Source: an optimization exercise on an open RTL-to-GDS flow (aim: small area, a short achievable clock period and few clock cycles per item). Production flows keep margins and buffers that such runs may drop. Where RTL was checked, it was by simulation tests only, not by an equivalence proof against the original. Function not checked in run 1: the RTL went through the layout flow alone. Power and IR drop assume default switching activity.

==> flow/design.v (outline; a module is shown in full before it is edited, if it fits) <==
// module fpc_mul: 467 lines
// module fpc_sel: 10 lines
// module fpc_fa: 10 lines
// module float_to_pcm24_output_conditioner_top: 147 lines
// module fpc_dec: 15 lines
// module fpc_meter: 26 lines
// module fpc_word: 36 lines
module float_to_pcm24_output_conditioner_top (
   input  logic                clock,
   input  logic                reset,
   input  logic                req_valid,
   output logic                req_stall,
   input  logic [31:0]         req_left_sample_bits,
   input  logic [31:0]         req_right_sample_bits,
   output logic                rsp_valid,
   input  logic                rsp_stall,
   output logic signed [23:0]  rsp_left_word,
   output logic signed [23:0]  rsp_right_word,
   output logic [15:0]         rsp_peak_x1000,
   output logic [15:0]         rsp_nan_total,
   input  logic                csr_wr_en,
   input  logic [16:0]         csr_wr_data
);
  // ...
==> flow/flow/run.sh <==
#!/bin/bash
# The standard layout (the standard.sh, all steps), with the port buffers
# that global placement inserts made of the smallest plain buffer instead of
# the flow's default choice; repair may still resize them. Each tool's output
# goes to standard.log here; ORFS's own per-step logs stay under orfs/logs.
set -euo pipefail
export BUFFER_PORTS_ARGS="-buffer_cell sky130_fd_sc_hd__buf_1"
bash standard.sh > standard.log 2>&1
==> flow/standard.sh <==
#!/bin/bash
# synth_recipe.tcl (not shown) runs the flow's synth.tcl, then flattens the netlist and writes it again
# the make line also repeats each setting of config.mk as NAME=value (left out here)
make -C /OpenROAD-flow-scripts/flow DESIGN_CONFIG=/design/flow/config.mk WORK_HOME=/design/flow/orfs CLKGATE_MAP_FILE= SYNTH_SCRIPT=/design/flow/synth_recipe.tcl "${@:-finish}"
==> flow/config.mk <==
export PLATFORM = sky130hd
export DESIGN_NAME = float_to_pcm24_output_conditioner_top
export DESIGN_NICKNAME = float_to_pcm24_output_conditioner_top
export VERILOG_FILES = /design/flow/design.v
export SDC_FILE = /design/flow/constraint.sdc
export NUM_CORES = 4
export LEC_CHECK = 0
export ABC_AREA = 1
export CAP_MARGIN = 20
export CELL_PAD_IN_SITES_DETAIL_PLACEMENT = 1
export CELL_PAD_IN_SITES_GLOBAL_PLACEMENT = 2
export CORE_MARGIN = 2
export CORE_UTILIZATION = 40
export CTS_BUF_LIST = sky130_fd_sc_hd__clkbuf_4 sky130_fd_sc_hd__clkbuf_8
export SETUP_SLACK_MARGIN = 5
export SLEW_MARGIN = 20
export SYNTH_HIERARCHICAL = 1
export SYNTH_MINIMUM_KEEP_SIZE = 0
==> flow/constraint.sdc <==
create_clock -name core_clock -period 10.0 [get_ports {clock}]
set_input_delay 2.0000 -clock core_clock [delete_from_list [all_inputs] [get_ports {clock}]]
set_output_delay 2.0000 -clock core_clock [all_outputs]
set_load 0.01 [all_outputs]
==> implementation parameters, run 1 <==
Parameter                              Value

CTS
  Buffers inserted by post-CTS timing repair    64
  CTS tree    built
  Quantity of hold-fixing buffers added after cts    0

Power and ir drop
  Clock-net power    around 1500 uW
  Power density cells    around 310 nW/um^2

GRT
  Global-route wire length before repair    265 mm
  Vias in the first global route    43700

Outcome
  Outcome    complete, but fails checks
  Layout Check Failures    slew limit

Placement
  Post-detail-place hpwl    about 130 mm

Hold path
  Number of instances on the worst hold path    0

Logic synthesis
  Cell with the most instances after synthesis    sky130_fd_sc_hd__nand2_1
  Syn. warnings    9
  Synthesized cell area    ~42000 sq um
  Syn Area/Cell    7.16 sq um
  Async set or reset register ratio after synthesis    0%
  Number of flops mapped to enable cells by yosys    236

Final layout
  Count of clock-net buffers in the final layout    77
  Fraction of standard cell area in multi-input logic    a little over three fifths
  Non-clock buffers, area share    6.25%
  Dominant kind of cell    multi-input gates
  Number of sequential storage elements    306
  Final layout net count    6703
  Non-CTS buffers    399
  Most common library cell in the layout ignoring fill and taps    sky130_fd_sc_hd__nand2_1

Worst setup path
  Beginning of the critical path    in_l_f_ff[14]
  Family of cells with the greatest summed delay on the critical path    adder cells
  WP data arrival    5.37 ns

Floorplanning
  Horizontal die dimension    329 um
  Die area    108000 sq um

STA
  Total count of max-transition violations in the final report    18
==> module fpc_mul, before the edit <==
module fpc_mul (
   input  logic [23:0] m,
   input  logic [16:0] v,
   input  logic [17:0] v3,
   output logic [39:0] q
);
   logic [11:0] s1, s2, s3;
   genvar gi;
   for (gi = 0; gi < 12; gi++) begin : g_sel
      fpc_sel u_sel (.d(m[2*gi +: 2]), .s1(s1[gi]), .s2(s2[gi]), .s3(s3[gi]));
   end
   logic pp_0_0, pp_0_1, pp_0_2, pp_0_3, pp_0_4, pp_0_5, pp_0_6, pp_0_7;
   logic pp_0_8, pp_0_9, pp_0_10, pp_0_11, pp_0_12, pp_0_13, pp_0_14, pp_0_15;
   logic pp_0_16, pp_0_17, pp_1_0, pp_1_1, pp_1_2, pp_1_3, pp_1_4, pp_1_5;
   logic pp_1_6, pp_1_7, pp_1_8, pp_1_9, pp_1_10, pp_1_11, pp_1_12, pp_1_13;
   logic pp_1_14, pp_1_15, pp_1_16, pp_1_17, pp_2_0, pp_2_1, pp_2_2, pp_2_3;
   logic pp_2_4, pp_2_5, pp_2_6, pp_2_7, pp_2_8, pp_2_9, pp_2_10, pp_2_11;
   logic pp_2_12, pp_2_13, pp_2_14, pp_2_15, pp_2_16, pp_2_17, pp_3_0, pp_3_1;
   logic pp_3_2, pp_3_3, pp_3_4, pp_3_5, pp_3_6, pp_3_7, pp_3_8, pp_3_9;
   logic pp_3_10, pp_3_11, pp_3_12, pp_3_13, pp_3_14, pp_3_15, pp_3_16, pp_3_17;
   logic pp_4_0, pp_4_1, pp_4_2, pp_4_3, pp_4_4, pp_4_5, pp_4_6, pp_4_7;
   logic pp_4_8, pp_4_9, pp_4_10, pp_4_11, pp_4_12, pp_4_13, pp_4_14, pp_4_15;
   logic pp_4_16, pp_4_17, pp_5_0, pp_5_1, pp_5_2, pp_5_3, pp_5_4, pp_5_5;
   logic pp_5_6, pp_5_7, pp_5_8, pp_5_9, pp_5_10, pp_5_11, pp_5_12, pp_5_13;
   logic pp_5_14, pp_5_15, pp_5_16, pp_5_17, pp_6_0, pp_6_1, pp_6_2, pp_6_3;
   logic pp_6_4, pp_6_5, pp_6_6, pp_6_7, pp_6_8, pp_6_9, pp_6_10, pp_6_11;
   logic pp_6_12, pp_6_13, pp_6_14, pp_6_15, pp_6_16, pp_6_17, pp_7_0, pp_7_1;
   logic pp_7_2, pp_7_3, pp_7_4, pp_7_5, pp_7_6, pp_7_7, pp_7_8, pp_7_9;
   logic pp_7_10, pp_7_11, pp_7_12, pp_7_13, pp_7_14, pp_7_15, pp_7_16, pp_7_17;
   logic pp_8_0, pp_8_1, pp_8_2, pp_8_3, pp_8_4, pp_8_5, pp_8_6, pp_8_7;
   logic pp_8_8, pp_8_9, pp_8_10, pp_8_11, pp_8_12, pp_8_13, pp_8_14, pp_8_15;
   logic pp_8_16, pp_8_17, pp_9_0, pp_9_1, pp_9_2, pp_9_3, pp_9_4, pp_9_5;
   logic pp_9_6, pp_9_7, pp_9_8, pp_9_9, pp_9_10, pp_9_11, pp_9_12, pp_9_13;
   logic pp_9_14, pp_9_15, pp_9_16, pp_9_17, pp_10_0, pp_10_1, pp_10_2, pp_10_3;
   logic pp_10_4, pp_10_5, pp_10_6, pp_10_7, pp_10_8, pp_10_9, pp_10_10, pp_10_11;
   logic pp_10_12, pp_10_13, pp_10_14, pp_10_15, pp_10_16, pp_10_17, pp_11_0, pp_11_1;
   logic pp_11_2, pp_11_3, pp_11_4, pp_11_5, pp_11_6, pp_11_7, pp_11_8, pp_11_9;
   logic pp_11_10, pp_11_11, pp_11_12, pp_11_13, pp_11_14, pp_11_15, pp_11_16, pp_11_17;
   logic hs0_0, hc0_0, fs0_0, fc0_0, fs0_1, fc0_1, hs0_1, hc0_1;
   logic fs0_2, fc0_2, fs0_3, fc0_3, fs0_4, fc0_4, fs0_5, fc0_5;
   logic hs0_2, hc0_2, fs0_6, fc0_6, fs0_7, fc0_7, fs0_8, fc0_8;
   logic fs0_9, fc0_9, fs0_10, fc0_10, fs0_11, fc0_11, fs0_12, fc0_12;
   logic fs0_13, fc0_13, fs0_14, fc0_14, fs0_15, fc0_15, fs0_16, fc0_16;
   logic fs0_17, fc0_17, fs0_18, fc0_18, fs0_19, fc0_19, fs0_20, fc0_20;
   logic fs0_21, fc0_21, fs0_22, fc0_22, fs0_23, fc0_23, fs0_24, fc0_24;
   logic fs0_25, fc0_25, fs0_26, fc0_26, fs0_27, fc0_27, fs0_28, fc0_28;
   logic hs0_3, hc0_3, fs0_29, fc0_29, fs0_30, fc0_30, hs0_4, hc0_4;
   logic fs0_31, fc0_31, fs0_32, fc0_32, fs0_33, fc0_33, hs0_5, hc0_5;
   logic fs0_34, fc0_34, hs0_6, hc0_6, hs1_7, hc1_7, fs1_35, fc1_35;
   logic fs1_36, fc1_36, hs1_8, hc1_8, fs1_37, fc1_37, fs1_38, fc1_38;
   logic fs1_39, fc1_39, fs1_40, fc1_40, fs1_41, fc1_41, fs1_42, fc1_42;
   logic fs1_43, fc1_43, fs1_44, fc1_44, fs1_45, fc1_45, fs1_46, fc1_46;
   logic fs1_47, fc1_47, fs1_48, fc1_48, fs1_49, fc1_49, fs1_50, fc1_50;
   logic fs1_51, fc1_51, fs1_52, fc1_52, fs1_53, fc1_53, fs1_54, fc1_54;
   logic fs1_55, fc1_55, fs1_56, fc1_56, fs1_57, fc1_57, fs1_58, fc1_58;
   logic fs1_59, fc1_59, fs1_60, fc1_60, fs1_61, fc1_61, fs1_62, fc1_62;
   logic fs1_63, fc1_63, fs1_64, fc1_64, fs1_65, fc1_65, fs1_66, fc1_66;
   logic fs1_67, fc1_67, fs1_68, fc1_68, fs1_69, fc1_69, fs1_70, fc1_70;
   logic fs1_71, fc1_71, fs1_72, fc1_72, fs1_73, fc1_73, fs1_74, fc1_74;
   logic fs1_75, fc1_75, fs1_76, fc1_76, fs1_77, fc1_77, hs1_9, hc1_9;
   logic fs1_78, fc1_78, hs1_10, hc1_10, hs2_11, hc2_11, fs2_79, fc2_79;
   logic fs2_80, fc2_80, fs2_81, fc2_81, fs2_82, fc2_82, fs2_83, fc2_83;
   logic fs2_84, fc2_84, fs2_85, fc2_85, fs2_86, fc2_86, fs2_87, fc2_87;
   logic fs2_88, fc2_88, fs2_89, fc2_89, fs2_90, fc2_90, fs2_91, fc2_91;
   logic fs2_92, fc2_92, fs2_93, fc2_93, fs2_94, fc2_94, fs2_95, fc2_95;
   logic fs2_96, fc2_96, fs2_97, fc2_97, fs2_98, fc2_98, fs2_99, fc2_99;
   logic fs2_100, fc2_100, fs2_101, fc2_101, fs2_102, fc2_102, fs2_103, fc2_103;
   logic fs2_104, fc2_104, fs2_105, fc2_105, fs2_106, fc2_106, hs2_12, hc2_12;
   logic hs3_13, hc3_13, fs3_107, fc3_107, fs3_108, fc3_108, fs3_109, fc3_109;
   logic fs3_110, fc3_110, fs3_111, fc3_111, fs3_112, fc3_112, fs3_113, fc3_113;
   logic fs3_114, fc3_114, fs3_115, fc3_115, fs3_116, fc3_116, fs3_117, fc3_117;
   logic fs3_118, fc3_118, fs3_119, fc3_119, fs3_120, fc3_120, fs3_121, fc3_121;
   logic fs3_122, fc3_122, fs3_123, fc3_123, fs3_124, fc3_124, fs3_125, fc3_125;
   logic fs3_126, fc3_126, fs3_127, fc3_127, fs3_128, fc3_128, fs3_129, fc3_129;
   logic fs3_130, fc3_130, fs3_131, fc3_131, fs3_132, fc3_132, fs3_133, fc3_133;
   logic fs3_134, fc3_134, fs3_135, fc3_135, fs3_136, fc3_136, fs3_137, fc3_137;
   logic fs3_138, fc3_138, hs3_14, hc3_14;
   assign pp_0_0 = ~((s1[0] & v[0]) | (s2[0] & 1'b0) | (s3[0] & v3[0]));
   assign pp_0_1 = ~((s1[0] & v[1]) | (s2[0] & v[0]) | (s3[0] & v3[1]));
   assign pp_0_2 = ~((s1[0] & v[2]) | (s2[0] & v[1]) | (s3[0] & v3[2]));
   assign pp_0_3 = ~((s1[0] & v[3]) | (s2[0] & v[2]) | (s3[0] & v3[3]));
   assign pp_0_4 = ~((s1[0] & v[4]) | (s2[0] & v[3]) | (s3[0] & v3[4]));
   assign pp_0_5 = ~((s1[0] & v[5]) | (s2[0] & v[4]) | (s3[0] & v3[5]));
   assign pp_0_6 = ~((s1[0] & v[6]) | (s2[0] & v[5]) | (s3[0] & v3[6]));
   assign pp_0_7 = ~((s1[0] & v[7]) | (s2[0] & v[6]) | (s3[0] & v3[7]));
   assign pp_0_8 = ~((s1[0] & v[8]) | (s2[0] & v[7]) | (s3[0] & v3[8]));
   assign pp_0_9 = ~((s1[0] & v[9]) | (s2[0] & v[8]) | (s3[0] & v3[9]));
   assign pp_0_10 = ~((s1[0] & v[10]) | (s2[0] & v[9]) | (s3[0] & v3[10]));
   assign pp_0_11 = ~((s1[0] & v[11]) | (s2[0] & v[10]) | (s3[0] & v3[11]));
   assign pp_0_12 = ~((s1[0] & v[12]) | (s2[0] & v[11]) | (s3[0] & v3[12]));
   assign pp_0_13 = ~((s1[0] & v[13]) | (s2[0] & v[12]) | (s3[0] & v3[13]));
   assign pp_0_14 = ~((s1[0] & v[14]) | (s2[0] & v[13]) | (s3[0] & v3[14]));
   assign pp_0_15 = ~((s1[0] & v[15]) | (s2[0] & v[14]) | (s3[0] & v3[15]));
   assign pp_0_16 = ~((s1[0] & v[16]) | (s2[0] & v[15]) | (s3[0] & v3[16]));
   assign pp_0_17 = ~((s1[0] & 1'b0) | (s2[0] & v[16]) | (s3[0] & v3[17]));
   assign pp_1_0 = ~((s1[1] & v[0]) | (s2[1] & 1'b0) | (s3[1] & v3[0]));
   assign pp_1_1 = ~((s1[1] & v[1]) | (s2[1] & v[0]) | (s3[1] & v3[1]));
   assign pp_1_2 = ~((s1[1] & v[2]) | (s2[1] & v[1]) | (s3[1] & v3[2]));
   assign pp_1_3 = ~((s1[1] & v[3]) | (s2[1] & v[2]) | (s3[1] & v3[3]));
   assign pp_1_4 = ~((s1[1] & v[4]) | (s2[1] & v[3]) | (s3[1] & v3[4]));
   assign pp_1_5 = ~((s1[1] & v[5]) | (s2[1] & v[4]) | (s3[1] & v3[5]));
   assign pp_1_6 = ~((s1[1] & v[6]) | (s2[1] & v[5]) | (s3[1] & v3[6]));
   assign pp_1_7 = ~((s1[1] & v[7]) | (s2[1] & v[6]) | (s3[1] & v3[7]));
   assign pp_1_8 = ~((s1[1] & v[8]) | (s2[1] & v[7]) | (s3[1] & v3[8]));
   assign pp_1_9 = ~((s1[1] & v[9]) | (s2[1] & v[8]) | (s3[1] & v3[9]));
   assign pp_1_10 = ~((s1[1] & v[10]) | (s2[1] & v[9]) | (s3[1] & v3[10]));
   assign pp_1_11 = ~((s1[1] & v[11]) | (s2[1] & v[10]) | (s3[1] & v3[11]));
   assign pp_1_12 = ~((s1[1] & v[12]) | (s2[1] & v[11]) | (s3[1] & v3[12]));
   assign pp_1_13 = ~((s1[1] & v[13]) | (s2[1] & v[12]) | (s3[1] & v3[13]));
   assign pp_1_14 = ~((s1[1] & v[14]) | (s2[1] & v[13]) | (s3[1] & v3[14]));
   assign pp_1_15 = ~((s1[1] & v[15]) | (s2[1] & v[14]) | (s3[1] & v3[15]));
   assign pp_1_16 = ~((s1[1] & v[16]) | (s2[1] & v[15]) | (s3[1] & v3[16]));
   assign pp_1_17 = ~((s1[1] & 1'b0) | (s2[1] & v[16]) | (s3[1] & v3[17]));
   assign pp_2_0 = ~((s1[2] & v[0]) | (s2[2] & 1'b0) | (s3[2] & v3[0]));
   assign pp_2_1 = ~((s1[2] & v[1]) | (s2[2] & v[0]) | (s3[2] & v3[1]));
   assign pp_2_2 = ~((s1[2] & v[2]) | (s2[2] & v[1]) | (s3[2] & v3[2]));
   assign pp_2_3 = ~((s1[2] & v[3]) | (s2[2] & v[2]) | (s3[2] & v3[3]));
   assign pp_2_4 = ~((s1[2] & v[4]) | (s2[2] & v[3]) | (s3[2] & v3[4]));
   assign pp_2_5 = ~((s1[2] & v[5]) | (s2[2] & v[4]) | (s3[2] & v3[5]));
   assign pp_2_6 = ~((s1[2] & v[6]) | (s2[2] & v[5]) | (s3[2] & v3[6]));
   assign pp_2_7 = ~((s1[2] & v[7]) | (s2[2] & v[6]) | (s3[2] & v3[7]));
   assign pp_2_8 = ~((s1[2] & v[8]) | (s2[2] & v[7]) | (s3[2] & v3[8]));
   assign pp_2_9 = ~((s1[2] & v[9]) | (s2[2] & v[8]) | (s3[2] & v3[9]));
   assign pp_2_10 = ~((s1[2] & v[10]) | (s2[2] & v[9]) | (s3[2] & v3[10]));
   assign pp_2_11 = ~((s1[2] & v[11]) | (s2[2] & v[10]) | (s3[2] & v3[11]));
   assign pp_2_12 = ~((s1[2] & v[12]) | (s2[2] & v[11]) | (s3[2] & v3[12]));
   assign pp_2_13 = ~((s1[2] & v[13]) | (s2[2] & v[12]) | (s3[2] & v3[13]));
   assign pp_2_14 = ~((s1[2] & v[14]) | (s2[2] & v[13]) | (s3[2] & v3[14]));
   assign pp_2_15 = ~((s1[2] & v[15]) | (s2[2] & v[14]) | (s3[2] & v3[15]));
   assign pp_2_16 = ~((s1[2] & v[16]) | (s2[2] & v[15]) | (s3[2] & v3[16]));
   assign pp_2_17 = ~((s1[2] & 1'b0) | (s2[2] & v[16]) | (s3[2] & v3[17]));
   assign pp_3_0 = ~((s1[3] & v[0]) | (s2[3] & 1'b0) | (s3[3] & v3[0]));
   assign pp_3_1 = ~((s1[3] & v[1]) | (s2[3] & v[0]) | (s3[3] & v3[1]));
   assign pp_3_2 = ~((s1[3] & v[2]) | (s2[3] & v[1]) | (s3[3] & v3[2]));
   assign pp_3_3 = ~((s1[3] & v[3]) | (s2[3] & v[2]) | (s3[3] & v3[3]));
   assign pp_3_4 = ~((s1[3] & v[4]) | (s2[3] & v[3]) | (s3[3] & v3[4]));
   assign pp_3_5 = ~((s1[3] & v[5]) | (s2[3] & v[4]) | (s3[3] & v3[5]));
   assign pp_3_6 = ~((s1[3] & v[6]) | (s2[3] & v[5]) | (s3[3] & v3[6]));
   assign pp_3_7 = ~((s1[3] & v[7]) | (s2[3] & v[6]) | (s3[3] & v3[7]));
   assign pp_3_8 = ~((s1[3] & v[8]) | (s2[3] & v[7]) | (s3[3] & v3[8]));
   assign pp_3_9 = ~((s1[3] & v[9]) | (s2[3] & v[8]) | (s3[3] & v3[9]));
   assign pp_3_10 = ~((s1[3] & v[10]) | (s2[3] & v[9]) | (s3[3] & v3[10]));
   assign pp_3_11 = ~((s1[3] & v[11]) | (s2[3] & v[10]) | (s3[3] & v3[11]));
   assign pp_3_12 = ~((s1[3] & v[12]) | (s2[3] & v[11]) | (s3[3] & v3[12]));
   assign pp_3_13 = ~((s1[3] & v[13]) | (s2[3] & v[12]) | (s3[3] & v3[13]));
   assign pp_3_14 = ~((s1[3] & v[14]) | (s2[3] & v[13]) | (s3[3] & v3[14]));
   assign pp_3_15 = ~((s1[3] & v[15]) | (s2[3] & v[14]) | (s3[3] & v3[15]));
   assign pp_3_16 = ~((s1[3] & v[16]) | (s2[3] & v[15]) | (s3[3] & v3[16]));
   assign pp_3_17 = ~((s1[3] & 1'b0) | (s2[3] & v[16]) | (s3[3] & v3[17]));
   assign pp_4_0 = ~((s1[4] & v[0]) | (s2[4] & 1'b0) | (s3[4] & v3[0]));
   assign pp_4_1 = ~((s1[4] & v[1]) | (s2[4] & v[0]) | (s3[4] & v3[1]));
   assign pp_4_2 = ~((s1[4] & v[2]) | (s2[4] & v[1]) | (s3[4] & v3[2]));
   assign pp_4_3 = ~((s1[4] & v[3]) | (s2[4] & v[2]) | (s3[4] & v3[3]));
   assign pp_4_4 = ~((s1[4] & v[4]) | (s2[4] & v[3]) | (s3[4] & v3[4]));
   assign pp_4_5 = ~((s1[4] & v[5]) | (s2[4] & v[4]) | (s3[4] & v3[5]));
   assign pp_4_6 = ~((s1[4] & v[6]) | (s2[4] & v[5]) | (s3[4] & v3[6]));
   assign pp_4_7 = ~((s1[4] & v[7]) | (s2[4] & v[6]) | (s3[4] & v3[7]));
   assign pp_4_8 = ~((s1[4] & v[8]) | (s2[4] & v[7]) | (s3[4] & v3[8]));
   assign pp_4_9 = ~((s1[4] & v[9]) | (s2[4] & v[8]) | (s3[4] & v3[9]));
   assign pp_4_10 = ~((s1[4] & v[10]) | (s2[4] & v[9]) | (s3[4] & v3[10]));
   assign pp_4_11 = ~((s1[4] & v[11]) | (s2[4] & v[10]) | (s3[4] & v3[11]));
   assign pp_4_12 = ~((s1[4] & v[12]) | (s2[4] & v[11]) | (s3[4] & v3[12]));
   assign pp_4_13 = ~((s1[4] & v[13]) | (s2[4] & v[12]) | (s3[4] & v3[13]));
   assign pp_4_14 = ~((s1[4] & v[14]) | (s2[4] & v[13]) | (s3[4] & v3[14]));
   assign pp_4_15 = ~((s1[4] & v[15]) | (s2[4] & v[14]) | (s3[4] & v3[15]));
   assign pp_4_16 = ~((s1[4] & v[16]) | (s2[4] & v[15]) | (s3[4] & v3[16]));
   assign pp_4_17 = ~((s1[4] & 1'b0) | (s2[4] & v[16]) | (s3[4] & v3[17]));
   assign pp_5_0 = ~((s1[5] & v[0]) | (s2[5] & 1'b0) | (s3[5] & v3[0]));
   assign pp_5_1 = ~((s1[5] & v[1]) | (s2[5] & v[0]) | (s3[5] & v3[1]));
   assign pp_5_2 = ~((s1[5] & v[2]) | (s2[5] & v[1]) | (s3[5] & v3[2]));
   assign pp_5_3 = ~((s1[5] & v[3]) | (s2[5] & v[2]) | (s3[5] & v3[3]));
   assign pp_5_4 = ~((s1[5] & v[4]) | (s2[5] & v[3]) | (s3[5] & v3[4]));
   assign pp_5_5 = ~((s1[5] & v[5]) | (s2[5] & v[4]) | (s3[5] & v3[5]));
   assign pp_5_6 = ~((s1[5] & v[6]) | (s2[5] & v[5]) | (s3[5] & v3[6]));
   assign pp_5_7 = ~((s1[5] & v[7]) | (s2[5] & v[6]) | (s3[5] & v3[7]));
   assign pp_5_8 = ~((s1[5] & v[8]) | (s2[5] & v[7]) | (s3[5] & v3[8]));
   assign pp_5_9 = ~((s1[5] & v[9]) | (s2[5] & v[8]) | (s3[5] & v3[9]));
   assign pp_5_10 = ~((s1[5] & v[10]) | (s2[5] & v[9]) | (s3[5] & v3[10]));
   assign pp_5_11 = ~((s1[5] & v[11]) | (s2[5] & v[10]) | (s3[5] & v3[11]));
   assign pp_5_12 = ~((s1[5] & v[12]) | (s2[5] & v[11]) | (s3[5] & v3[12]));
   assign pp_5_13 = ~((s1[5] & v[13]) | (s2[5] & v[12]) | (s3[5] & v3[13]));
   assign pp_5_14 = ~((s1[5] & v[14]) | (s2[5] & v[13]) | (s3[5] & v3[14]));
   assign pp_5_15 = ~((s1[5] & v[15]) | (s2[5] & v[14]) | (s3[5] & v3[15]));
   assign pp_5_16 = ~((s1[5] & v[16]) | (s2[5] & v[15]) | (s3[5] & v3[16]));
   assign pp_5_17 = ~((s1[5] & 1'b0) | (s2[5] & v[16]) | (s3[5] & v3[17]));
   assign pp_6_0 = ~((s1[6] & v[0]) | (s2[6] & 1'b0) | (s3[6] & v3[0]));
   assign pp_6_1 = ~((s1[6] & v[1]) | (s2[6] & v[0]) | (s3[6] & v3[1]));
   assign pp_6_2 = ~((s1[6] & v[2]) | (s2[6] & v[1]) | (s3[6] & v3[2]));
   assign pp_6_3 = ~((s1[6] & v[3]) | (s2[6] & v[2]) | (s3[6] & v3[3]));
   assign pp_6_4 = ~((s1[6] & v[4]) | (s2[6] & v[3]) | (s3[6] & v3[4]));
   assign pp_6_5 = ~((s1[6] & v[5]) | (s2[6] & v[4]) | (s3[6] & v3[5]));
   assign pp_6_6 = ~((s1[6] & v[6]) | (s2[6] & v[5]) | (s3[6] & v3[6]));
   assign pp_6_7 = ~((s1[6] & v[7]) | (s2[6] & v[6]) | (s3[6] & v3[7]));
   assign pp_6_8 = ~((s1[6] & v[8]) | (s2[6] & v[7]) | (s3[6] & v3[8]));
   assign pp_6_9 = ~((s1[6] & v[9]) | (s2[6] & v[8]) | (s3[6] & v3[9]));
   assign pp_6_10 = ~((s1[6] & v[10]) | (s2[6] & v[9]) | (s3[6] & v3[10]));
   assign pp_6_11 = ~((s1[6] & v[11]) | (s2[6] & v[10]) | (s3[6] & v3[11]));
   assign pp_6_12 = ~((s1[6] & v[12]) | (s2[6] & v[11]) | (s3[6] & v3[12]));
   assign pp_6_13 = ~((s1[6] & v[13]) | (s2[6] & v[12]) | (s3[6] & v3[13]));
   assign pp_6_14 = ~((s1[6] & v[14]) | (s2[6] & v[13]) | (s3[6] & v3[14]));
   assign pp_6_15 = ~((s1[6] & v[15]) | (s2[6] & v[14]) | (s3[6] & v3[15]));
   assign pp_6_16 = ~((s1[6] & v[16]) | (s2[6] & v[15]) | (s3[6] & v3[16]));
   assign pp_6_17 = ~((s1[6] & 1'b0) | (s2[6] & v[16]) | (s3[6] & v3[17]));
   assign pp_7_0 = ~((s1[7] & v[0]) | (s2[7] & 1'b0) | (s3[7] & v3[0]));
   assign pp_7_1 = ~((s1[7] & v[1]) | (s2[7] & v[0]) | (s3[7] & v3[1]));
   assign pp_7_2 = ~((s1[7] & v[2]) | (s2[7] & v[1]) | (s3[7] & v3[2]));
   assign pp_7_3 = ~((s1[7] & v[3]) | (s2[7] & v[2]) | (s3[7] & v3[3]));
   assign pp_7_4 = ~((s1[7] & v[4]) | (s2[7] & v[3]) | (s3[7] & v3[4]));
   assign pp_7_5 = ~((s1[7] & v[5]) | (s2[7] & v[4]) | (s3[7] & v3[5]));
   assign pp_7_6 = ~((s1[7] & v[6]) | (s2[7] & v[5]) | (s3[7] & v3[6]));
   assign pp_7_7 = ~((s1[7] & v[7]) | (s2[7] & v[6]) | (s3[7] & v3[7]));
   assign pp_7_8 = ~((s1[7] & v[8]) | (s2[7] & v[7]) | (s3[7] & v3[8]));
   assign pp_7_9 = ~((s1[7] & v[9]) | (s2[7] & v[8]) | (s3[7] & v3[9]));
   assign pp_7_10 = ~((s1[7] & v[10]) | (s2[7] & v[9]) | (s3[7] & v3[10]));
   assign pp_7_11 = ~((s1[7] & v[11]) | (s2[7] & v[10]) | (s3[7] & v3[11]));
   assign pp_7_12 = ~((s1[7] & v[12]) | (s2[7] & v[11]) | (s3[7] & v3[12]));
   assign pp_7_13 = ~((s1[7] & v[13]) | (s2[7] & v[12]) | (s3[7] & v3[13]));
   assign pp_7_14 = ~((s1[7] & v[14]) | (s2[7] & v[13]) | (s3[7] & v3[14]));
   assign pp_7_15 = ~((s1[7] & v[15]) | (s2[7] & v[14]) | (s3[7] & v3[15]));
   assign pp_7_16 = ~((s1[7] & v[16]) | (s2[7] & v[15]) | (s3[7] & v3[16]));
   assign pp_7_17 = ~((s1[7] & 1'b0) | (s2[7] & v[16]) | (s3[7] & v3[17]));
   assign pp_8_0 = ~((s1[8] & v[0]) | (s2[8] & 1'b0) | (s3[8] & v3[0]));
   assign pp_8_1 = ~((s1[8] & v[1]) | (s2[8] & v[0]) | (s3[8] & v3[1]));
   assign pp_8_2 = ~((s1[8] & v[2]) | (s2[8] & v[1]) | (s3[8] & v3[2]));
   assign pp_8_3 = ~((s1[8] & v[3]) | (s2[8] & v[2]) | (s3[8] & v3[3]));
   assign pp_8_4 = ~((s1[8] & v[4]) | (s2[8] & v[3]) | (s3[8] & v3[4]));
   assign pp_8_5 = ~((s1[8] & v[5]) | (s2[8] & v[4]) | (s3[8] & v3[5]));
   assign pp_8_6 = ~((s1[8] & v[6]) | (s2[8] & v[5]) | (s3[8] & v3[6]));
   assign pp_8_7 = ~((s1[8] & v[7]) | (s2[8] & v[6]) | (s3[8] & v3[7]));
   assign pp_8_8 = ~((s1[8] & v[8]) | (s2[8] & v[7]) | (s3[8] & v3[8]));
   assign pp_8_9 = ~((s1[8] & v[9]) | (s2[8] & v[8]) | (s3[8] & v3[9]));
   assign pp_8_10 = ~((s1[8] & v[10]) | (s2[8] & v[9]) | (s3[8] & v3[10]));
   assign pp_8_11 = ~((s1[8] & v[11]) | (s2[8] & v[10]) | (s3[8] & v3[11]));
   assign pp_8_12 = ~((s1[8] & v[12]) | (s2[8] & v[11]) | (s3[8] & v3[12]));
   assign pp_8_13 = ~((s1[8] & v[13]) | (s2[8] & v[12]) | (s3[8] & v3[13]));
   assign pp_8_14 = ~((s1[8] & v[14]) | (s2[8] & v[13]) | (s3[8] & v3[14]));
   assign pp_8_15 = ~((s1[8] & v[15]) | (s2[8] & v[14]) | (s3[8] & v3[15]));
   assign pp_8_16 = ~((s1[8] & v[16]) | (s2[8] & v[15]) | (s3[8] & v3[16]));
   assign pp_8_17 = ~((s1[8] & 1'b0) | (s2[8] & v[16]) | (s3[8] & v3[17]));
   assign pp_9_0 = ~((s1[9] & v[0]) | (s2[9] & 1'b0) | (s3[9] & v3[0]));
   assign pp_9_1 = ~((s1[9] & v[1]) | (s2[9] & v[0]) | (s3[9] & v3[1]));
   assign pp_9_2 = ~((s1[9] & v[2]) | (s2[9] & v[1]) | (s3[9] & v3[2]));
   assign pp_9_3 = ~((s1[9] & v[3]) | (s2[9] & v[2]) | (s3[9] & v3[3]));
   assign pp_9_4 = ~((s1[9] & v[4]) | (s2[9] & v[3]) | (s3[9] & v3[4]));
   assign pp_9_5 = ~((s1[9] & v[5]) | (s2[9] & v[4]) | (s3[9] & v3[5]));
   assign pp_9_6 = ~((s1[9] & v[6]) | (s2[9] & v[5]) | (s3[9] & v3[6]));
   assign pp_9_7 = ~((s1[9] & v[7]) | (s2[9] & v[6]) | (s3[9] & v3[7]));
   assign pp_9_8 = ~((s1[9] & v[8]) | (s2[9] & v[7]) | (s3[9] & v3[8]));
   assign pp_9_9 = ~((s1[9] & v[9]) | (s2[9] & v[8]) | (s3[9] & v3[9]));
   assign pp_9_10 = ~((s1[9] & v[10]) | (s2[9] & v[9]) | (s3[9] & v3[10]));
   assign pp_9_11 = ~((s1[9] & v[11]) | (s2[9] & v[10]) | (s3[9] & v3[11]));
   assign pp_9_12 = ~((s1[9] & v[12]) | (s2[9] & v[11]) | (s3[9] & v3[12]));
   assign pp_9_13 = ~((s1[9] & v[13]) | (s2[9] & v[12]) | (s3[9] & v3[13]));
   assign pp_9_14 = ~((s1[9] & v[14]) | (s2[9] & v[13]) | (s3[9] & v3[14]));
   assign pp_9_15 = ~((s1[9] & v[15]) | (s2[9] & v[14]) | (s3[9] & v3[15]));
   assign pp_9_16 = ~((s1[9] & v[16]) | (s2[9] & v[15]) | (s3[9] & v3[16]));
   assign pp_9_17 = ~((s1[9] & 1'b0) | (s2[9] & v[16]) | (s3[9] & v3[17]));
   assign pp_10_0 = ~((s1[10] & v[0]) | (s2[10] & 1'b0) | (s3[10] & v3[0]));
   assign pp_10_1 = ~((s1[10] & v[1]) | (s2[10] & v[0]) | (s3[10] & v3[1]));
   assign pp_10_2 = ~((s1[10] & v[2]) | (s2[10] & v[1]) | (s3[10] & v3[2]));
   assign pp_10_3 = ~((s1[10] & v[3]) | (s2[10] & v[2]) | (s3[10] & v3[3]));
   assign pp_10_4 = ~((s1[10] & v[4]) | (s2[10] & v[3]) | (s3[10] & v3[4]));
   assign pp_10_5 = ~((s1[10] & v[5]) | (s2[10] & v[4]) | (s3[10] & v3[5]));
   assign pp_10_6 = ~((s1[10] & v[6]) | (s2[10] & v[5]) | (s3[10] & v3[6]));
   assign pp_10_7 = ~((s1[10] & v[7]) | (s2[10] & v[6]) | (s3[10] & v3[7]));
   assign pp_10_8 = ~((s1[10] & v[8]) | (s2[10] & v[7]) | (s3[10] & v3[8]));
   assign pp_10_9 = ~((s1[10] & v[9]) | (s2[10] & v[8]) | (s3[10] & v3[9]));
   assign pp_10_10 = ~((s1[10] & v[10]) | (s2[10] & v[9]) | (s3[10] & v3[10]));
   assign pp_10_11 = ~((s1[10] & v[11]) | (s2[10] & v[10]) | (s3[10] & v3[11]));
   assign pp_10_12 = ~((s1[10] & v[12]) | (s2[10] & v[11]) | (s3[10] & v3[12]));
   assign pp_10_13 = ~((s1[10] & v[13]) | (s2[10] & v[12]) | (s3[10] & v3[13]));
   assign pp_10_14 = ~((s1[10] & v[14]) | (s2[10] & v[13]) | (s3[10] & v3[14]));
   assign pp_10_15 = ~((s1[10] & v[15]) | (s2[10] & v[14]) | (s3[10] & v3[15]));
   assign pp_10_16 = ~((s1[10] & v[16]) | (s2[10] & v[15]) | (s3[10] & v3[16]));
   assign pp_10_17 = ~((s1[10] & 1'b0) | (s2[10] & v[16]) | (s3[10] & v3[17]));
   assign pp_11_0 = ~((s1[11] & v[0]) | (s2[11] & 1'b0) | (s3[11] & v3[0]));
   assign pp_11_1 = ~((s1[11] & v[1]) | (s2[11] & v[0]) | (s3[11] & v3[1]));
   assign pp_11_2 = ~((s1[11] & v[2]) | (s2[11] & v[1]) | (s3[11] & v3[2]));
   assign pp_11_3 = ~((s1[11] & v[3]) | (s2[11] & v[2]) | (s3[11] & v3[3]));
   assign pp_11_4 = ~((s1[11] & v[4]) | (s2[11] & v[3]) | (s3[11] & v3[4]));
   assign pp_11_5 = ~((s1[11] & v[5]) | (s2[11] & v[4]) | (s3[11] & v3[5]));
   assign pp_11_6 = ~((s1[11] & v[6]) | (s2[11] & v[5]) | (s3[11] & v3[6]));
   assign pp_11_7 = ~((s1[11] & v[7]) | (s2[11] & v[6]) | (s3[11] & v3[7]));
   assign pp_11_8 = ~((s1[11] & v[8]) | (s2[11] & v[7]) | (s3[11] & v3[8]));
   assign pp_11_9 = ~((s1[11] & v[9]) | (s2[11] & v[8]) | (s3[11] & v3[9]));
   assign pp_11_10 = ~((s1[11] & v[10]) | (s2[11] & v[9]) | (s3[11] & v3[10]));
   assign pp_11_11 = ~((s1[11] & v[11]) | (s2[11] & v[10]) | (s3[11] & v3[11]));
   assign pp_11_12 = ~((s1[11] & v[12]) | (s2[11] & v[11]) | (s3[11] & v3[12]));
   assign pp_11_13 = ~((s1[11] & v[13]) | (s2[11] & v[12]) | (s3[11] & v3[13]));
   assign pp_11_14 = ~((s1[11] & v[14]) | (s2[11] & v[13]) | (s3[11] & v3[14]));
   assign pp_11_15 = ~((s1[11] & v[15]) | (s2[11] & v[14]) | (s3[11] & v3[15]));
   assign pp_11_16 = ~((s1[11] & v[16]) | (s2[11] & v[15]) | (s3[11] & v3[16]));
   assign pp_11_17 = ~((s1[11] & 1'b0) | (s2[11] & v[16]) | (s3[11] & v3[17]));
   assign hs0_0 = ~(pp_0_12 ^ pp_1_10);
   assign hc0_0 = pp_0_12 | pp_1_10;
   fpc_fa u_fa0 (.a(pp_0_13), .b(pp_1_11), .c(pp_2_9), .s(fs0_0), .co(fc0_0));
   fpc_fa u_fa1 (.a(pp_0_14), .b(pp_1_12), .c(pp_2_10), .s(fs0_1), .co(fc0_1));
   assign hs0_1 = ~(pp_3_8 ^ pp_4_6);
   assign hc0_1 = pp_3_8 | pp_4_6;
   fpc_fa u_fa2 (.a(pp_0_15), .b(pp_1_13), .c(pp_2_11), .s(fs0_2), .co(fc0_2));
   fpc_fa u_fa3 (.a(pp_3_9), .b(pp_4_7), .c(pp_5_5), .s(fs0_3), .co(fc0_3));
   fpc_fa u_fa4 (.a(pp_0_16), .b(pp_1_14), .c(pp_2_12), .s(fs0_4), .co(fc0_4));
   fpc_fa u_fa5 (.a(pp_3_10), .b(pp_4_8), .c(pp_5_6), .s(fs0_5), .co(fc0_5));
   assign hs0_2 = ~(pp_6_4 ^ pp_7_2);
   assign hc0_2 = pp_6_4 | pp_7_2;
   fpc_fa u_fa6 (.a(pp_0_17), .b(pp_1_15), .c(pp_2_13), .s(fs0_6), .co(fc0_6));
   fpc_fa u_fa7 (.a(pp_3_11), .b(pp_4_9), .c(pp_5_7), .s(fs0_7), .co(fc0_7));
   fpc_fa u_fa8 (.a(pp_6_5), .b(pp_7_3), .c(pp_8_1), .s(fs0_8), .co(fc0_8));
   fpc_fa u_fa9 (.a(pp_1_16), .b(pp_2_14), .c(pp_3_12), .s(fs0_9), .co(fc0_9));
   fpc_fa u_fa10 (.a(pp_4_10), .b(pp_5_8), .c(pp_6_6), .s(fs0_10), .co(fc0_10));
   fpc_fa u_fa11 (.a(pp_7_4), .b(pp_8_2), .c(pp_9_0), .s(fs0_11), .co(fc0_11));
   fpc_fa u_fa12 (.a(pp_1_17), .b(pp_2_15), .c(pp_3_13), .s(fs0_12), .co(fc0_12));
   fpc_fa u_fa13 (.a(pp_4_11), .b(pp_5_9), .c(pp_6_7), .s(fs0_13), .co(fc0_13));
   fpc_fa u_fa14 (.a(pp_7_5), .b(pp_8_3), .c(pp_9_1), .s(fs0_14), .co(fc0_14));
   fpc_fa u_fa15 (.a(pp_2_16), .b(pp_3_14), .c(pp_4_12), .s(fs0_15), .co(fc0_15));
   fpc_fa u_fa16 (.a(pp_5_10), .b(pp_6_8), .c(pp_7_6), .s(fs0_16), .co(fc0_16));
   fpc_fa u_fa17 (.a(pp_8_4), .b(pp_9_2), .c(pp_10_0), .s(fs0_17), .co(fc0_17));
   fpc_fa u_fa18 (.a(pp_2_17), .b(pp_3_15), .c(pp_4_13), .s(fs0_18), .co(fc0_18));
   fpc_fa u_fa19 (.a(pp_5_11), .b(pp_6_9), .c(pp_7_7), .s(fs0_19), .co(fc0_19));
   fpc_fa u_fa20 (.a(pp_8_5), .b(pp_9_3), .c(pp_10_1), .s(fs0_20), .co(fc0_20));
   fpc_fa u_fa21 (.a(pp_3_16), .b(pp_4_14), .c(pp_5_12), .s(fs0_21), .co(fc0_21));
   fpc_fa u_fa22 (.a(pp_6_10), .b(pp_7_8), .c(pp_8_6), .s(fs0_22), .co(fc0_22));
   fpc_fa u_fa23 (.a(pp_9_4), .b(pp_10_2), .c(pp_11_0), .s(fs0_23), .co(fc0_23));
   fpc_fa u_fa24 (.a(pp_3_17), .b(pp_4_15), .c(pp_5_13), .s(fs0_24), .co(fc0_24));
   fpc_fa u_fa25 (.a(pp_6_11), .b(pp_7_9), .c(pp_8_7), .s(fs0_25), .co(fc0_25));
   fpc_fa u_fa26 (.a(pp_9_5), .b(pp_10_3), .c(pp_11_1), .s(fs0_26), .co(fc0_26));
   fpc_fa u_fa27 (.a(pp_4_16), .b(pp_5_14), .c(pp_6_12), .s(fs0_27), .co(fc0_27));
   fpc_fa u_fa28 (.a(pp_7_10), .b(pp_8_8), .c(pp_9_6), .s(fs0_28), .co(fc0_28));
   assign hs0_3 = ~(pp_10_4 ^ pp_11_2);
   assign hc0_3 = pp_10_4 | pp_11_2;
   fpc_fa u_fa29 (.a(pp_4_17), .b(pp_5_15), .c(pp_6_13), .s(fs0_29), .co(fc0_29));
   fpc_fa u_fa30 (.a(pp_7_11), .b(pp_8_9), .c(pp_9_7), .s(fs0_30), .co(fc0_30));
   assign hs0_4 = ~(pp_10_5 ^ pp_11_3);
   assign hc0_4 = pp_10_5 | pp_11_3;
   fpc_fa u_fa31 (.a(pp_5_16), .b(pp_6_14), .c(pp_7_12), .s(fs0_31), .co(fc0_31));
   fpc_fa u_fa32 (.a(pp_8_10), .b(pp_9_8), .c(pp_10_6), .s(fs0_32), .co(fc0_32));
   fpc_fa u_fa33 (.a(pp_5_17), .b(pp_6_15), .c(pp_7_13), .s(fs0_33), .co(fc0_33));
   assign hs0_5 = ~(pp_8_11 ^ pp_9_9);
   assign hc0_5 = pp_8_11 | pp_9_9;
   fpc_fa u_fa34 (.a(pp_6_16), .b(pp_7_14), .c(pp_8_12), .s(fs0_34), .co(fc0_34));
   assign hs0_6 = ~(pp_6_17 ^ pp_7_15);
   assign hc0_6 = pp_6_17 | pp_7_15;
   assign hs1_7 = ~(pp_0_8 ^ pp_1_6);
   assign hc1_7 = pp_0_8 | pp_1_6;
   fpc_fa u_fa35 (.a(pp_0_9), .b(pp_1_7), .c(pp_2_5), .s(fs1_35), .co(fc1_35));
   fpc_fa u_fa36 (.a(pp_0_10), .b(pp_1_8), .c(pp_2_6), .s(fs1_36), .co(fc1_36));
   assign hs1_8 = ~(pp_3_4 ^ pp_4_2);
   assign hc1_8 = pp_3_4 | pp_4_2;
   fpc_fa u_fa37 (.a(pp_0_11), .b(pp_1_9), .c(pp_2_7), .s(fs1_37), .co(fc1_37));
   fpc_fa u_fa38 (.a(pp_3_5), .b(pp_4_3), .c(pp_5_1), .s(fs1_38), .co(fc1_38));
   fpc_fa u_fa39 (.a(pp_2_8), .b(pp_3_6), .c(pp_4_4), .s(fs1_39), .co(fc1_39));
   fpc_fa u_fa40 (.a(pp_5_2), .b(pp_6_0), .c(hs0_0), .s(fs1_40), .co(fc1_40));
   fpc_fa u_fa41 (.a(pp_3_7), .b(pp_4_5), .c(pp_5_3), .s(fs1_41), .co(fc1_41));
   fpc_fa u_fa42 (.a(pp_6_1), .b(fs0_0), .c(hc0_0), .s(fs1_42), .co(fc1_42));
   fpc_fa u_fa43 (.a(pp_5_4), .b(pp_6_2), .c(pp_7_0), .s(fs1_43), .co(fc1_43));
   fpc_fa u_fa44 (.a(fs0_1), .b(hs0_1), .c(fc0_0), .s(fs1_44), .co(fc1_44));
   fpc_fa u_fa45 (.a(pp_6_3), .b(pp_7_1), .c(fs0_2), .s(fs1_45), .co(fc1_45));
   fpc_fa u_fa46 (.a(fs0_3), .b(fc0_1), .c(hc0_1), .s(fs1_46), .co(fc1_46));
   fpc_fa u_fa47 (.a(pp_8_0), .b(fs0_4), .c(fs0_5), .s(fs1_47), .co(fc1_47));
   fpc_fa u_fa48 (.a(hs0_2), .b(fc0_2), .c(fc0_3), .s(fs1_48), .co(fc1_48));
   fpc_fa u_fa49 (.a(fs0_6), .b(fs0_7), .c(fs0_8), .s(fs1_49), .co(fc1_49));
   fpc_fa u_fa50 (.a(fc0_4), .b(fc0_5), .c(hc0_2), .s(fs1_50), .co(fc1_50));
   fpc_fa u_fa51 (.a(fs0_9), .b(fs0_10), .c(fs0_11), .s(fs1_51), .co(fc1_51));
   fpc_fa u_fa52 (.a(fc0_6), .b(fc0_7), .c(fc0_8), .s(fs1_52), .co(fc1_52));
   fpc_fa u_fa53 (.a(fs0_12), .b(fs0_13), .c(fs0_14), .s(fs1_53), .co(fc1_53));
   fpc_fa u_fa54 (.a(fc0_9), .b(fc0_10), .c(fc0_11), .s(fs1_54), .co(fc1_54));
   fpc_fa u_fa55 (.a(fs0_15), .b(fs0_16), .c(fs0_17), .s(fs1_55), .co(fc1_55));
   fpc_fa u_fa56 (.a(fc0_12), .b(fc0_13), .c(fc0_14), .s(fs1_56), .co(fc1_56));
   fpc_fa u_fa57 (.a(fs0_18), .b(fs0_19), .c(fs0_20), .s(fs1_57), .co(fc1_57));
   fpc_fa u_fa58 (.a(fc0_15), .b(fc0_16), .c(fc0_17), .s(fs1_58), .co(fc1_58));
   fpc_fa u_fa59 (.a(fs0_21), .b(fs0_22), .c(fs0_23), .s(fs1_59), .co(fc1_59));
   fpc_fa u_fa60 (.a(fc0_18), .b(fc0_19), .c(fc0_20), .s(fs1_60), .co(fc1_60));
   fpc_fa u_fa61 (.a(fs0_24), .b(fs0_25), .c(fs0_26), .s(fs1_61), .co(fc1_61));
   fpc_fa u_fa62 (.a(fc0_21), .b(fc0_22), .c(fc0_23), .s(fs1_62), .co(fc1_62));
   fpc_fa u_fa63 (.a(fs0_27), .b(fs0_28), .c(hs0_3), .s(fs1_63), .co(fc1_63));
   fpc_fa u_fa64 (.a(fc0_24), .b(fc0_25), .c(fc0_26), .s(fs1_64), .co(fc1_64));
   fpc_fa u_fa65 (.a(fs0_29), .b(fs0_30), .c(hs0_4), .s(fs1_65), .co(fc1_65));
   fpc_fa u_fa66 (.a(fc0_27), .b(fc0_28), .c(hc0_3), .s(fs1_66), .co(fc1_66));
   fpc_fa u_fa67 (.a(pp_11_4), .b(fs0_31), .c(fs0_32), .s(fs1_67), .co(fc1_67));
   fpc_fa u_fa68 (.a(fc0_29), .b(fc0_30), .c(hc0_4), .s(fs1_68), .co(fc1_68));
   fpc_fa u_fa69 (.a(pp_10_7), .b(pp_11_5), .c(fs0_33), .s(fs1_69), .co(fc1_69));
   fpc_fa u_fa70 (.a(hs0_5), .b(fc0_31), .c(fc0_32), .s(fs1_70), .co(fc1_70));
   fpc_fa u_fa71 (.a(pp_9_10), .b(pp_10_8), .c(pp_11_6), .s(fs1_71), .co(fc1_71));
   fpc_fa u_fa72 (.a(fs0_34), .b(fc0_33), .c(hc0_5), .s(fs1_72), .co(fc1_72));
   fpc_fa u_fa73 (.a(pp_8_13), .b(pp_9_11), .c(pp_10_9), .s(fs1_73), .co(fc1_73));
   fpc_fa u_fa74 (.a(pp_11_7), .b(hs0_6), .c(fc0_34), .s(fs1_74), .co(fc1_74));
   fpc_fa u_fa75 (.a(pp_7_16), .b(pp_8_14), .c(pp_9_12), .s(fs1_75), .co(fc1_75));
   fpc_fa u_fa76 (.a(pp_10_10), .b(pp_11_8), .c(hc0_6), .s(fs1_76), .co(fc1_76));
   fpc_fa u_fa77 (.a(pp_7_17), .b(pp_8_15), .c(pp_9_13), .s(fs1_77), .co(fc1_77));
   assign hs1_9 = ~(pp_10_11 ^ pp_11_9);
   assign hc1_9 = pp_10_11 | pp_11_9;
   fpc_fa u_fa78 (.a(pp_8_16), .b(pp_9_14), .c(pp_10_12), .s(fs1_78), .co(fc1_78));
   assign hs1_10 = ~(pp_8_17 ^ pp_9_15);
   assign hc1_10 = pp_8_17 | pp_9_15;
   assign hs2_11 = ~(pp_0_6 ^ pp_1_4);
   assign hc2_11 = pp_0_6 | pp_1_4;
   fpc_fa u_fa79 (.a(pp_0_7), .b(pp_1_5), .c(pp_2_3), .s(fs2_79), .co(fc2_79));
   fpc_fa u_fa80 (.a(pp_2_4), .b(pp_3_2), .c(pp_4_0), .s(fs2_80), .co(fc2_80));
   fpc_fa u_fa81 (.a(pp_3_3), .b(pp_4_1), .c(fs1_35), .s(fs2_81), .co(fc2_81));
   fpc_fa u_fa82 (.a(pp_5_0), .b(fs1_36), .c(hs1_8), .s(fs2_82), .co(fc2_82));
   fpc_fa u_fa83 (.a(fs1_37), .b(fs1_38), .c(fc1_36), .s(fs2_83), .co(fc2_83));
   fpc_fa u_fa84 (.a(fs1_39), .b(fs1_40), .c(fc1_37), .s(fs2_84), .co(fc2_84));
   fpc_fa u_fa85 (.a(fs1_41), .b(fs1_42), .c(fc1_39), .s(fs2_85), .co(fc2_85));
   fpc_fa u_fa86 (.a(fs1_43), .b(fs1_44), .c(fc1_41), .s(fs2_86), .co(fc2_86));
   fpc_fa u_fa87 (.a(fs1_45), .b(fs1_46), .c(fc1_43), .s(fs2_87), .co(fc2_87));
   fpc_fa u_fa88 (.a(fs1_47), .b(fs1_48), .c(fc1_45), .s(fs2_88), .co(fc2_88));
   fpc_fa u_fa89 (.a(fs1_49), .b(fs1_50), .c(fc1_47), .s(fs2_89), .co(fc2_89));
   fpc_fa u_fa90 (.a(fs1_51), .b(fs1_52), .c(fc1_49), .s(fs2_90), .co(fc2_90));
   fpc_fa u_fa91 (.a(fs1_53), .b(fs1_54), .c(fc1_51), .s(fs2_91), .co(fc2_91));
   fpc_fa u_fa92 (.a(fs1_55), .b(fs1_56), .c(fc1_53), .s(fs2_92), .co(fc2_92));
   fpc_fa u_fa93 (.a(fs1_57), .b(fs1_58), .c(fc1_55), .s(fs2_93), .co(fc2_93));
   fpc_fa u_fa94 (.a(fs1_59), .b(fs1_60), .c(fc1_57), .s(fs2_94), .co(fc2_94));
   fpc_fa u_fa95 (.a(fs1_61), .b(fs1_62), .c(fc1_59), .s(fs2_95), .co(fc2_95));
   fpc_fa u_fa96 (.a(fs1_63), .b(fs1_64), .c(fc1_61), .s(fs2_96), .co(fc2_96));
   fpc_fa u_fa97 (.a(fs1_65), .b(fs1_66), .c(fc1_63), .s(fs2_97), .co(fc2_97));
   fpc_fa u_fa98 (.a(fs1_67), .b(fs1_68), .c(fc1_65), .s(fs2_98), .co(fc2_98));
   fpc_fa u_fa99 (.a(fs1_69), .b(fs1_70), .c(fc1_67), .s(fs2_99), .co(fc2_99));
   fpc_fa u_fa100 (.a(fs1_71), .b(fs1_72), .c(fc1_69), .s(fs2_100), .co(fc2_100));
   fpc_fa u_fa101 (.a(fs1_73), .b(fs1_74), .c(fc1_71), .s(fs2_101), .co(fc2_101));
   fpc_fa u_fa102 (.a(fs1_75), .b(fs1_76), .c(fc1_73), .s(fs2_102), .co(fc2_102));
   fpc_fa u_fa103 (.a(fs1_77), .b(hs1_9), .c(fc1_75), .s(fs2_103), .co(fc2_103));
   fpc_fa u_fa104 (.a(pp_11_10), .b(fs1_78), .c(fc1_77), .s(fs2_104), .co(fc2_104));
   fpc_fa u_fa105 (.a(pp_10_13), .b(pp_11_11), .c(hs1_10), .s(fs2_105), .co(fc2_105));
   fpc_fa u_fa106 (.a(pp_9_16), .b(pp_10_14), .c(pp_11_12), .s(fs2_106), .co(fc2_106));
   assign hs2_12 = ~(pp_9_17 ^ pp_10_15);
   assign hc2_12 = pp_9_17 | pp_10_15;
   assign hs3_13 = ~(pp_0_4 ^ pp_1_2);
   assign hc3_13 = pp_0_4 | pp_1_2;
   fpc_fa u_fa107 (.a(pp_0_5), .b(pp_1_3), .c(pp_2_1), .s(fs3_107), .co(fc3_107));
   fpc_fa u_fa108 (.a(pp_2_2), .b(pp_3_0), .c(hs2_11), .s(fs3_108), .co(fc3_108));
   fpc_fa u_fa109 (.a(pp_3_1), .b(fs2_79), .c(hc2_11), .s(fs3_109), .co(fc3_109));
   fpc_fa u_fa110 (.a(hs1_7), .b(fs2_80), .c(fc2_79), .s(fs3_110), .co(fc3_110));
   fpc_fa u_fa111 (.a(hc1_7), .b(fs2_81), .c(fc2_80), .s(fs3_111), .co(fc3_111));
   fpc_fa u_fa112 (.a(fc1_35), .b(fs2_82), .c(fc2_81), .s(fs3_112), .co(fc3_112));
   fpc_fa u_fa113 (.a(hc1_8), .b(fs2_83), .c(fc2_82), .s(fs3_113), .co(fc3_113));
   fpc_fa u_fa114 (.a(fc1_38), .b(fs2_84), .c(fc2_83), .s(fs3_114), .co(fc3_114));
   fpc_fa u_fa115 (.a(fc1_40), .b(fs2_85), .c(fc2_84), .s(fs3_115), .co(fc3_115));
   fpc_fa u_fa116 (.a(fc1_42), .b(fs2_86), .c(fc2_85), .s(fs3_116), .co(fc3_116));
   fpc_fa u_fa117 (.a(fc1_44), .b(fs2_87), .c(fc2_86), .s(fs3_117), .co(fc3_117));
   fpc_fa u_fa118 (.a(fc1_46), .b(fs2_88), .c(fc2_87), .s(fs3_118), .co(fc3_118));
   fpc_fa u_fa119 (.a(fc1_48), .b(fs2_89), .c(fc2_88), .s(fs3_119), .co(fc3_119));
   fpc_fa u_fa120 (.a(fc1_50), .b(fs2_90), .c(fc2_89), .s(fs3_120), .co(fc3_120));
   fpc_fa u_fa121 (.a(fc1_52), .b(fs2_91), .c(fc2_90), .s(fs3_121), .co(fc3_121));
   fpc_fa u_fa122 (.a(fc1_54), .b(fs2_92), .c(fc2_91), .s(fs3_122), .co(fc3_122));
   fpc_fa u_fa123 (.a(fc1_56), .b(fs2_93), .c(fc2_92), .s(fs3_123), .co(fc3_123));
   fpc_fa u_fa124 (.a(fc1_58), .b(fs2_94), .c(fc2_93), .s(fs3_124), .co(fc3_124));
   fpc_fa u_fa125 (.a(fc1_60), .b(fs2_95), .c(fc2_94), .s(fs3_125), .co(fc3_125));
   fpc_fa u_fa126 (.a(fc1_62), .b(fs2_96), .c(fc2_95), .s(fs3_126), .co(fc3_126));
   fpc_fa u_fa127 (.a(fc1_64), .b(fs2_97), .c(fc2_96), .s(fs3_127), .co(fc3_127));
   fpc_fa u_fa128 (.a(fc1_66), .b(fs2_98), .c(fc2_97), .s(fs3_128), .co(fc3_128));
   fpc_fa u_fa129 (.a(fc1_68), .b(fs2_99), .c(fc2_98), .s(fs3_129), .co(fc3_129));
   fpc_fa u_fa130 (.a(fc1_70), .b(fs2_100), .c(fc2_99), .s(fs3_130), .co(fc3_130));
   fpc_fa u_fa131 (.a(fc1_72), .b(fs2_101), .c(fc2_100), .s(fs3_131), .co(fc3_131));
   fpc_fa u_fa132 (.a(fc1_74), .b(fs2_102), .c(fc2_101), .s(fs3_132), .co(fc3_132));
   fpc_fa u_fa133 (.a(fc1_76), .b(fs2_103), .c(fc2_102), .s(fs3_133), .co(fc3_133));
   fpc_fa u_fa134 (.a(hc1_9), .b(fs2_104), .c(fc2_103), .s(fs3_134), .co(fc3_134));
   fpc_fa u_fa135 (.a(fc1_78), .b(fs2_105), .c(fc2_104), .s(fs3_135), .co(fc3_135));
   fpc_fa u_fa136 (.a(hc1_10), .b(fs2_106), .c(fc2_105), .s(fs3_136), .co(fc3_136));
   fpc_fa u_fa137 (.a(pp_11_13), .b(hs2_12), .c(fc2_106), .s(fs3_137), .co(fc3_137));
   fpc_fa u_fa138 (.a(pp_10_16), .b(pp_11_14), .c(hc2_12), .s(fs3_138), .co(fc3_138));
   assign hs3_14 = ~(pp_10_17 ^ pp_11_15);
   assign hc3_14 = pp_10_17 | pp_11_15;
   logic [39:0] row_a, row_b;
   assign row_a = {pp_11_17, pp_11_16, hs3_14, fs3_138, fs3_137, fs3_136, fs3_135, fs3_134, fs3_133, fs3_132, fs3_131, fs3_130, fs3_129, fs3_128, fs3_127, fs3_126, fs3_125, fs3_124, fs3_123, fs3_122, fs3_121, fs3_120, fs3_119, fs3_118, fs3_117, fs3_116, fs3_115, fs3_114, fs3_113, fs3_112, fs3_111, fs3_110, fs3_109, fs3_108, fs3_107, pp_2_0, pp_0_3, pp_0_2, pp_0_1, pp_0_0};
   assign row_b = {1'b1, hc3_14, fc3_138, fc3_137, fc3_136, fc3_135, fc3_134, fc3_133, fc3_132, fc3_131, fc3_130, fc3_129, fc3_128, fc3_127, fc3_126, fc3_125, fc3_124, fc3_123, fc3_122, fc3_121, fc3_120, fc3_119, fc3_118, fc3_117, fc3_116, fc3_115, fc3_114, fc3_113, fc3_112, fc3_111, fc3_110, fc3_109, fc3_108, fc3_107, hc3_13, hs3_13, pp_1_1, pp_1_0, 1'b1, 1'b1};
   assign q     = ~(row_a + row_b + 40'd1);
endmodule
==> inputs of run 2 (changes only) <==
--- a/flow/design.v
+++ b/flow/design.v
@@ -18,5 +18,8 @@
    genvar gi;
-   for (gi = 0; gi < 12; gi++) begin : g_sel
+   for (gi = 0; gi < 11; gi++) begin : g_sel
       fpc_sel u_sel (.d(m[2*gi +: 2]), .s1(s1[gi]), .s2(s2[gi]), .s3(s3[gi]));
    end
+   assign s1[11] = 1'b0;
+   assign s2[11] = ~m[22];
+   assign s3[11] =  m[22];
    logic pp_0_0, pp_0_1, pp_0_2, pp_0_3, pp_0_4, pp_0_5, pp_0_6, pp_0_7;
--- a/flow/config.mk
+++ b/flow/config.mk
@@ -9,6 +9,4 @@
 export CAP_MARGIN = 20
-export CELL_PAD_IN_SITES_DETAIL_PLACEMENT = 1
-export CELL_PAD_IN_SITES_GLOBAL_PLACEMENT = 2
 export CORE_MARGIN = 2
-export CORE_UTILIZATION = 40
+export CORE_UTILIZATION = 60
 export CTS_BUF_LIST = sky130_fd_sc_hd__clkbuf_4 sky130_fd_sc_hd__clkbuf_8
==> run 2 against run 1 <==
Compared with the run above: the run now finishes clean; sequential power shrank 4%; global-route usage rose by 9.5 points; total power decreased by 3.2%; combinational power barely moved; final cell count down 3.5%; non-clock buffer count increased by 37; critical endpoint is now s1_r_q_ff[38].
==> implementation parameters, run 2 <==
Parameter                              Value

Drt
  Iteration-0 DRC Markers    6130 (was 2958)
  Residual DRC count    0 (unchanged)
  Number of iterations in the first detailed-routing pass    13 (was 6)
  Wire per inst    21.4 um (was 23.8 um)
  Post-DR vias/cell    6.06 (was 5.66)
  Count of vias placed by the detailed router    43900 (was 42400)
  Routed wire length    155 mm (was 178 mm)
  Antenna-violating nets left    0 (unchanged)

Hold path
  Number of instances on the worst hold path    0 (unchanged)
  Tightest Hold Check Type    flop to flop (unchanged)
  Hold Crit Endpoint    s1_l_ctl_ff[5] (was s1_l_ctl_ff[7])
  Origin of the worst min-delay path    in_l_ctl_ff[5] (was in_l_ctl_ff[7])

CTS
  Clk sink count    306 (unchanged)
  CTS tree    built (unchanged)
  Clock network latency to the later pin of the worst-skew pair    0.74 ns (was 0.71 ns)
  Clock-pin transition on the worst setup and hold timing paths    0.06 ns (about the same)
  CTS H-Tree Depth    2 (was 3)
  Quantity of hold-fixing buffers added after cts    0 (unchanged)
  Cell at the root of the clock tree    sky130_fd_sc_hd__clkbuf_8 (unchanged)
  Max Root-Sink Buffers    3 (unchanged)
  Clock buffer count from CTS    54 (was 66)

Final layout
  Multi-input gate area    29500 sq um (was 30200 sq um)
  Count of filler cells inserted in the layout    6084 (was 13300)
  Final layout net count    6909 (was 6703)
  Registers with the most flip-flops    s1_l_q_ff (40), s1_r_q_ff (40) (unchanged)
  Most frequent cells in the layout    sky130_fd_sc_hd__nand2_1 (1766), sky130_fd_sc_hd__inv_1 (791), sky130_fd_sc_hd__a21oi_1 (451), sky130_fd_sc_hd__nand3_1 (426), sky130_fd_sc_hd__nor2_1 (297) (was sky130_fd_sc_hd__nand2_1 (1491), sky130_fd_sc_hd__inv_1 (798), sky130_fd_sc_hd__nand3_1 (472), sky130_fd_sc_hd__a21oi_1 (433), sky130_fd_sc_hd__a22o_1 (312))
  Fraction of final layout cells with drive strength greater than 1    13.1% (was 14.5%)
  Sequential Area    8530 sq um (was 8580 sq um)
  Most common library cell in the layout ignoring fill and taps    sky130_fd_sc_hd__nand2_1 (unchanged)
  Layout overhead on the synthesized area    12.3% (was 14.1%)
  Design Area, Final    47000 sq um (was 48300 sq um)

GRT
  Global router's overall resource usage    41.4% (was 31.9%)
  Vias in the first global route    40700 (was 43700)
  GRT Residual Overflow    0 (unchanged)
  Initial antenna violation count    2 (was 4)
  Layer carrying the most global-route usage    met2 (unchanged)
  Global-route wire length before repair    228 mm (was 265 mm)
  Met3 track utilization from global routing    13.3% (was 6.50%)
  Pin count of the biggest net entering global routing    149 (was 66)
  Met1 GRT Util    52.1% (was 41.6%)
  Met2 track demand over resource    63.7% (was 52.3%)

Floorplanning
  Core Rows    96 (was 119)
  Height of the die    268 um (was 329 um)
  Number of top-level design ports    168 (unchanged)
  Horizontal die dimension    268 um (was 329 um)
  Die area    71800 sq um (was 108000 sq um)
  Initial standard-cell utilization of the core    60.7% (was 40.3%)
  Core footprint    68800 sq um (was 105000 sq um)

Worst setup path
  Worst flop-to-flop path startpoint    in_r_f_ff[18] (was in_l_f_ff[14])
  Category of the most critical setup path    flop to flop (unchanged)
  Data required time at the worst endpoint    10.44 ns (about the same)
  Setup crit start kind    flop (unchanged)
  Destination of the worst register-to-register timing path    s1_r_q_ff[38] (was s1_l_q_ff[36])
  Crit-path max FO    10 (was 6)
  Critical path endpoint category    flop (unchanged)
  Register-to-register path setup slack    5.06 ns (was 5.07 ns)
  Depth of the worst register-to-register path    20 (was 17)
  WP data arrival    5.38 ns (was 5.37 ns)

Placement
  Count of input and output buffers    167 (unchanged)
  Routability cong.    1.01 (was 0.898)
  Post-detail-place hpwl    110 mm (was 129 mm)
  Cell area reported after detailed placement    42900 sq um (was 43800 sq um)
  Pre-CTS setup slack    4.43 ns (was 4.60 ns)

Logic synthesis
  Synthesized netlist cell count    6038 (was 5911)
  Syn Area/Cell    6.92 sq um (was 7.16 sq um)
  Synthesized cell area    41800 sq um (was 42300 sq um)
  Syn. warnings    9 (unchanged)

STA
  Achievable clock frequency    202 MHz (was 203 MHz)
  Period Utilization, post-route    49.4% (was 49.3%)
  Measured slew at the worst slew-check pin    1.15 ns (was 1.51 ns)
  Final Critical Period    4.94 ns (was 4.93 ns)
  Max transition margin    22.8% (was -1.20%)
  Final worst setup slack    5.06 ns (was 5.07 ns)
  Total of endpoints with negative setup slack in the final report    0 (unchanged)
  Clock skew    0.0683 ns (was 0.0418 ns)
  Fin. Hold Viols    0 (unchanged)
  Unrepaired setup endpoints after global routing    true (unchanged)
  Total count of max-transition violations in the final report    0 (was 18)
  Setup TNS after final layout    0 ns (unchanged)

Power and ir drop
  Post-route total power    14500 uW (was 15000 uW)
  IR Drop Worst-Case VDD    0.276 mV (was 0.228 mV)
  Power density cells    308 nW/um^2 (was 310 nW/um^2)
  Lkg Pwr    0.0210 uW (was 0.0213 uW)

Outcome
  Outcome  no timing/DRC/antenna violations (was complete, but fails checks)

Job
  Count of maximum capacitance violations    0 (unchanged)
run 2: power breakdown:
group          total, uW  internal (uW)  switching [uW]  leakage (uW)
clock               1310            707             600      0.000619
combinational      10800           4070            6780        0.0172
sequential          2320           2010             309       0.00311
run 2: critical path, cell delays in order (launching register included):
cell                         delay (ns)
sky130_fd_sc_hd__edfxtp_1          0.48
sky130_fd_sc_hd__nand2_1           0.16
sky130_fd_sc_hd__clkinv_4          0.13
sky130_fd_sc_hd__clkinvlp_4        0.12
sky130_fd_sc_hd__buf_4             0.14
sky130_fd_sc_hd__o21ai_0           0.07
sky130_fd_sc_hd__a21oi_1           0.33
sky130_fd_sc_hd__fa_1              0.48
sky130_fd_sc_hd__fa_1              0.47
sky130_fd_sc_hd__fa_1              0.57
sky130_fd_sc_hd__fa_1              0.43
sky130_fd_sc_hd__ha_2              0.41
sky130_fd_sc_hd__nand2_1           0.07
sky130_fd_sc_hd__nand2_1           0.10
sky130_fd_sc_hd__inv_1             0.07
sky130_fd_sc_hd__o21ai_0           0.25
sky130_fd_sc_hd__nand2_1           0.09
sky130_fd_sc_hd__nand2_1           0.10
sky130_fd_sc_hd__a21oi_1           0.08
sky130_fd_sc_hd__nand3_1           0.08
sky130_fd_sc_hd__nand2_1           0.05
run 2: layout make-up:
type                    count  area share [%]
flip-flops and latches    306            18.2
inverters                 892            7.56
clock buffers              77            2.04
diodes                      3          0.0160
multi-input cells        4572            62.9
repair inverters            2          0.0213
repair buffers            436            6.32
clock inverters            23           0.482
well taps                 931            2.48
run 2: worst max-delay path by stage:
stage | from | end | slack, ns | cells after the start
floorplan | rsp_stall | req_stall | 5.02 | 2
global placement | in_l_f_ff[0] | s1_l_q_ff[28] | 4.46 | 18
detailed placement | vol_ff[14] | s1_l_q_ff[31] | 4.43 | 17
CTS | in_l_f_ff[19] | s1_l_q_ff[31] | 4.98 | 18
global route | in_r_f_ff[17] | s1_r_q_ff[37] | 4.90 | 18
finish | in_r_f_ff[18] | s1_r_q_ff[38] | 5.06 | 20
run 2: timing repair:
| action | in CTS | in global routing |
|---|---|---|
| gates cloned | 2 | 5 |
| pin swaps | 3 | 64 |
| resized for setup | 81 | 257 |
| setup endpoints to repair | 54 | 58 |
| buffers inserted | 37 | 163 |
run 2: routing by layer:
layer	wire length [um]	up-vias
met2	66000	3107
li1	-	20000
met3	20700	814
met5	180	-
met4	10300	9
met1	57500	20000
run 2: stage by stage:
step           hold WS, ns  utilization [%]  instances
2_1_floorplan        0.400                -       6038
3_3_place_gp         0.402             62.3       6932
4_1_cts              0.404             64.9       7071
3_5_place_dp         0.405             62.3       6932
5_1_grt              0.406             68.2       7240
6_report             0.391             68.2       7242
Testbench counts of run 2, summed over its fixed seeds: cycles 4,824, items 4,800.
